What follows belongs to an exercise in optimizing a design on an open flow for small area; a production flow would make more cautious choices.
Only simulation tests tie the RTL to the original design; equivalence was not proved.

==> module dmaController, before the edit <==
module dmaController (
  input  logic         clk,
  input  logic         rst_b,
  input  logic [63:0]  ctrl,
  input  logic [127:0] srcAddr,
  input  logic [127:0] dstAddr,
  input  logic [55:0]  unitCount,
  input  logic [3:0]   startReq,
  input  logic         memWait,
  input  logic [31:0]  rdata,
  output logic [31:0]  addr,
  output logic [31:0]  wdata,
  output logic [1:0]   size,
  output logic         wen,
  output logic         busActive,
  output logic [3:0]   irq,
  output logic [3:0]   disableDma
);
  localparam int N = 4;
  localparam logic [2:0] S_OFF  = 3'b000;
  localparam logic [2:0] S_IDLE = 3'b001;
  localparam logic [2:0] S_QUE  = 3'b010;
  localparam logic [2:0] S_PRE  = 3'b011;
  localparam logic [2:0] S_RD   = 3'b100;
  localparam logic [2:0] S_WR   = 3'b101;
  logic [2:0]  state [N];
  logic [N-1:0] enPrev;
  logic [31:0] curReg [N];
  logic [31:0] othReg [N];
  logic [13:0] cntReg [N];
  logic [13:0] doneReg [N];
  logic [31:0] dataReg;
  logic [N-1:0] actR, actW, act, claim, pre, en, start, load, unitDone, passEnd;
  for (genvar i = 0; i < N; i++) begin : gDec
    assign en[i]    = ctrl[16*i + 15];
    assign start[i] = startReq[i];
    assign actR[i]  = state[i][2] & ~state[i][0];
    assign actW[i]  = state[i][2] &  state[i][0];
    assign act[i]   = state[i][2];
    assign claim[i] = state[i][2] | state[i][1] | ((state[i] == S_IDLE) & start[i]);
    assign load[i]  = (state[i] == S_OFF) & en[i] & ~enPrev[i];
  end
  assign pre[0] = 1'b0;
  for (genvar i = 1; i < N; i++) begin : gPre
    assign pre[i] = pre[i-1] | claim[i-1];
  end
  assign busActive = |act;
  assign wen       = |actW;
  logic [15:0] cSel;
  logic [13:0] doneSel, cntSel, doneNext;
  logic [31:0] stepAmt, nextAddr;
  logic [1:0]  mode;
  logic        lastSel;
  always_comb begin
    addr    = '0;
    cSel    = '0;
    doneSel = '0;
    cntSel  = '0;
    for (int i = 0; i < N; i++) begin
      addr    = addr    | ({32{act[i]}} & curReg[i]);
      cSel    = cSel    | ({16{act[i]}} & ctrl[16*i +: 16]);
      doneSel = doneSel | ({14{act[i]}} & doneReg[i]);
      cntSel  = cntSel  | ({14{act[i]}} & cntReg[i]);
    end
  end
  assign size     = cSel[10] ? 2'b10 : 2'b01;
  assign mode     = wen ? cSel[6:5] : cSel[8:7];
  assign stepAmt  = cSel[10] ? 32'd4 : 32'd2;
  assign nextAddr = (mode == 2'b01) ? addr - stepAmt : (mode == 2'b10) ? addr : addr + stepAmt;
  assign doneNext = doneSel + 1'b1;
  assign lastSel  = (doneSel == cntSel);
  assign wdata = {(!cSel[10] && addr[1]) ? dataReg[15:0] : dataReg[31:16], dataReg[15:0]};
  always_ff @(posedge clk) begin
    if (|actR && !memWait) dataReg <= rdata;
  end
  for (genvar i = 0; i < N; i++) begin : gChan
    logic [15:0] c;
    logic [2:0]  nxt;
    logic        canStart;
    assign c        = ctrl[16*i +: 16];
    assign canStart = ~busActive & ~pre[i];
    assign unitDone[i] = actW[i] & ~memWait;
    assign passEnd[i]  = unitDone[i] & lastSel;
    always_comb begin
      nxt = state[i];
      case (state[i])
        S_OFF:  if (en[i] && !enPrev[i]) nxt = S_IDLE;
        S_IDLE: if (!en[i]) nxt = S_OFF;
                else if (start[i]) nxt = canStart ? S_RD : S_QUE;
        S_QUE:  if (start[i] && canStart) nxt = S_RD;
        S_RD:   if (!memWait) nxt = S_WR;
        S_WR:   if (!memWait) begin
                  if (lastSel) nxt = c[9] ? S_IDLE : S_OFF;
                  else         nxt = pre[i] ? S_PRE : S_RD;
                end
        S_PRE:  if (canStart) nxt = S_RD;
        default: nxt = S_OFF;
      endcase
    end
    always_ff @(posedge clk or negedge rst_b) begin
      if (!rst_b) begin
        state[i]      <= S_OFF;
        enPrev[i]     <= 1'b0;
        irq[i]        <= 1'b0;
        disableDma[i] <= 1'b0;
      end else begin
        state[i]      <= nxt;
        enPrev[i]     <= en[i];
        irq[i]        <= passEnd[i] & c[14];
        disableDma[i] <= passEnd[i] & ~c[9];
      end
    end
    logic        selLoad, selSwap, selHold, othLoad, othStep, doneStep;
    logic [31:0] curNext, othNext;
    assign selLoad = load[i];
    assign selSwap = act[i] & ~memWait;
    assign selHold = ~(selLoad | selSwap);
    assign othLoad = selLoad | (passEnd[i] & c[9] & (c[6:5] == 2'b11));
    assign othStep = selSwap & ~othLoad;
    assign doneStep = unitDone[i] & ~lastSel;
    assign curNext = ({32{selLoad}} & srcAddr[32*i +: 32]) | ({32{selSwap}} & othReg[i]) |
                     ({32{selHold}} & curReg[i]);
    assign othNext = ({32{othLoad}} & dstAddr[32*i +: 32]) | ({32{othStep}} & nextAddr) |
                     ({32{selHold}} & othReg[i]);
    always_ff @(posedge clk) begin
      curReg[i] <= curNext;
      othReg[i] <= othNext;
      if (load[i]) begin
        cntReg[i] <= unitCount[14*i +: 14];
      end
      doneReg[i] <= ({14{doneStep}} & doneNext) | ({14{~(selLoad | unitDone[i])}} & doneReg[i]) |
                    {13'd0, selLoad | (unitDone[i] & lastSel)};
    end
  end
endmodule
export LEC_CHECK = 0
export CAP_MARGIN = 20
export CORE_MARGIN = 2
export CORE_UTILIZATION = 65
export SLEW_MARGIN = 20
create_clock -name core_clock -period 8.0 [get_ports {clk}]
standard.sh (not shown) runs the stock make flow with config.mk's settings and CLKGATE_MAP_FILE= SYNTH_SCRIPT=/design/flow/synth_recipe.tcl, a recipe that flattens the netlist after the stock synthesis.
==> flow/flow/run.sh <==
#!/bin/bash
# Layout flow: the standard flow (standard.sh) with three changes.
#  1. After the standard synthesis (unchanged), the combinational logic between
#     the flip-flops is re-mapped by ABC with area scripts (remap.tcl, one run
#     per remap*.abc script; the smallest result is kept). The flip-flops keep
#     their instances, names and cell types.
#  2. Port buffers use the smallest buffer cell (buf_1).
#  3. Clock tree synthesis with clkbuf_4 buffers, clusters of up to 8
#     flip-flops within 50 um, and no dummy balancing loads.
# Each tool's output goes to its own log in this folder.
set -euo pipefail
HERE=$(pwd)
R=$HERE/orfs/results/$FLOW_PLATFORM/dmaController/base
export BUFFER_PORTS_ARGS="-buffer_cell sky130_fd_sc_hd__buf_1"
export CTS_ARGS="-sink_clustering_enable -repair_clock_nets -dont_use_dummy_load -buf_list sky130_fd_sc_hd__clkbuf_4 -sink_clustering_size 8 -sink_clustering_max_diameter 50"

bash standard.sh synth > synth.log 2>&1
cp $R/1_2_yosys.v $HERE/standard_synth.v
grep -o 'sky130_fd_sc_hd__[a-z]*df[a-z0-9_]* [^ ]*' standard_synth.v | sort > regs_standard.txt
best=""
best_area=""
for s in $HERE/flow/remap*.abc; do
  n=$(basename $s .abc)
  REMAP_LIB=$FLOW_HOME/platforms/sky130hd/lib/sky130_fd_sc_hd__tt_025C_1v80.lib \
  REMAP_DONT_USE=$HERE/flow/dontuse.txt \
  REMAP_IN=$HERE/standard_synth.v \
  REMAP_TOP=$FLOW_TOP \
  REMAP_SCRIPT=$s \
  REMAP_STAT=$HERE/${n}_stat.txt \
  REMAP_OUT=$HERE/${n}.v \
    yosys -c $HERE/flow/remap.tcl > ${n}.log 2>&1 || continue
  # same flip-flops as the standard synthesis, or skip this result
  grep -o 'sky130_fd_sc_hd__[a-z]*df[a-z0-9_]* [^ ]*' ${n}.v | sort > regs_${n}.txt
  cmp -s regs_standard.txt regs_${n}.txt || continue
  a=$(grep 'Chip area' ${n}_stat.txt | awk '{print $NF}')
  echo "$n $a" >> remap_areas.txt
  if [[ -z "$best" ]] || awk -v a="$a" -v b="$best_area" 'BEGIN{exit !(a < b)}'; then
    best=$n; best_area=$a
  fi
done
echo "chosen $best $best_area" >> remap_areas.txt
if [[ -n "$best" ]]; then
  cp ${best}.v $R/1_2_yosys.v
  rm -f $R/1_synth.odb $R/1_synth.sdc
fi
bash standard.sh > standard.log 2>&1
Other scripts of this flow, unchanged in this note and not shown: flow/flow/dontuse.txt, flow/flow/remap.tcl, flow/flow/remap1.abc, flow/flow/remap2.abc, flow/flow/remap3.abc, flow/flow/remap4.abc
==> next run, changes <==
--- a/flow/design.v
+++ b/flow/design.v
@@ -72,7 +72,7 @@
   logic [13:0] cntReg [N];
   logic [13:0] doneReg [N];
   logic [31:0] dataReg;
-  logic [N-1:0] actR, actW, act, claim, pre, en, start, load, unitDone, passEnd;
+  logic [N-1:0] actR, actW, act, claim, pre, en, start, load, unitDone, last, passEnd;
   for (genvar i = 0; i < N; i++) begin : gDec
     assign en[i]    = ctrl[16*i + 15];
     assign start[i] = startReq[i];
@@ -110,7 +110,7 @@
   assign stepAmt  = cSel[10] ? 32'd4 : 32'd2;
   assign nextAddr = (mode == 2'b01) ? addr - stepAmt : (mode == 2'b10) ? addr : addr + stepAmt;
   assign doneNext = doneSel + 1'b1;
-  assign lastSel  = (doneSel == cntSel);
+  assign lastSel  = (doneNext == cntSel);
   assign wdata = {(!cSel[10] && addr[1]) ? dataReg[15:0] : dataReg[31:16], dataReg[15:0]};
   always_ff @(posedge clk) begin
     if (|actR && !memWait) dataReg <= rdata;
@@ -122,6 +122,7 @@
     assign c        = ctrl[16*i +: 16];
     assign canStart = ~busActive & ~pre[i];
     assign unitDone[i] = actW[i] & ~memWait;
+    assign last[i]     = lastSel;
     assign passEnd[i]  = unitDone[i] & lastSel;
     always_comb begin
       nxt = state[i];
@@ -152,14 +153,13 @@
         disableDma[i] <= passEnd[i] & ~c[9];
       end
     end
-    logic        selLoad, selSwap, selHold, othLoad, othStep, doneStep;
+    logic        selLoad, selSwap, selHold, othLoad, othStep;
     logic [31:0] curNext, othNext;
     assign selLoad = load[i];
     assign selSwap = act[i] & ~memWait;
     assign selHold = ~(selLoad | selSwap);
     assign othLoad = selLoad | (passEnd[i] & c[9] & (c[6:5] == 2'b11));
     assign othStep = selSwap & ~othLoad;
-    assign doneStep = unitDone[i] & ~lastSel;
     assign curNext = ({32{selLoad}} & srcAddr[32*i +: 32]) | ({32{selSwap}} & othReg[i]) |
                      ({32{selHold}} & curReg[i]);
     assign othNext = ({32{othLoad}} & dstAddr[32*i +: 32]) | ({32{othStep}} & nextAddr) |
@@ -170,8 +170,11 @@
       if (load[i]) begin
         cntReg[i] <= unitCount[14*i +: 14];
       end
-      doneReg[i] <= ({14{doneStep}} & doneNext) | ({14{~(selLoad | unitDone[i])}} & doneReg[i]) |
-                    {13'd0, selLoad | (unitDone[i] & lastSel)};
+      if (load[i] || passEnd[i]) begin
+        doneReg[i] <= '0;
+      end else if (unitDone[i]) begin
+        doneReg[i] <= doneNext;
+      end
     end
   end
 endmodule
Outcome: The changed run passed the timing, DRC and antenna checks; wire length went down by 2.5%; global-route usage went down by 2.3 points; sequential share of layout area went down by 0.91 points; via count went up by 0.47%; cell area went up by 1.9%; fmax went up by 0.79%.

[afterwards: timing with drivers on the ports]
How much do the figures lean on ideal ports? The routed layouts below were timed once more, with nothing changed but the port constraints. Step 1 sets driving cells, clkbuf_16 on the clock port and buf_2 on the other inputs (assumed; they add their load-dependent delay and slew). Step 2 adds t to the input delays and takes it off the output delays; t is the mean of the earliest and latest rising clock arrival at the registers after step 1. Input paths then give back, and output paths get back, about the clock's delay inside the block. a / b / c = no drivers / after step 1 / after step 2; a / b = the first two.
run | shift t [ns] | setup WS [ns] | clock arrival spread, ns | worst slew at a driven data input, ns
the first run | 0.766 | 1.107 / 1.107 / 0.430 | 0.052 / 0.051 | 0.11
the second run | 0.782 | 1.161 / 1.161 / 1.161 | 0.088 / 0.088 | 0.11
After both steps setup and hold are still met in every run listed. The setup slack of the first run, which loses most, moves by 0.000 ns with the drivers and by -0.677 ns with both steps.
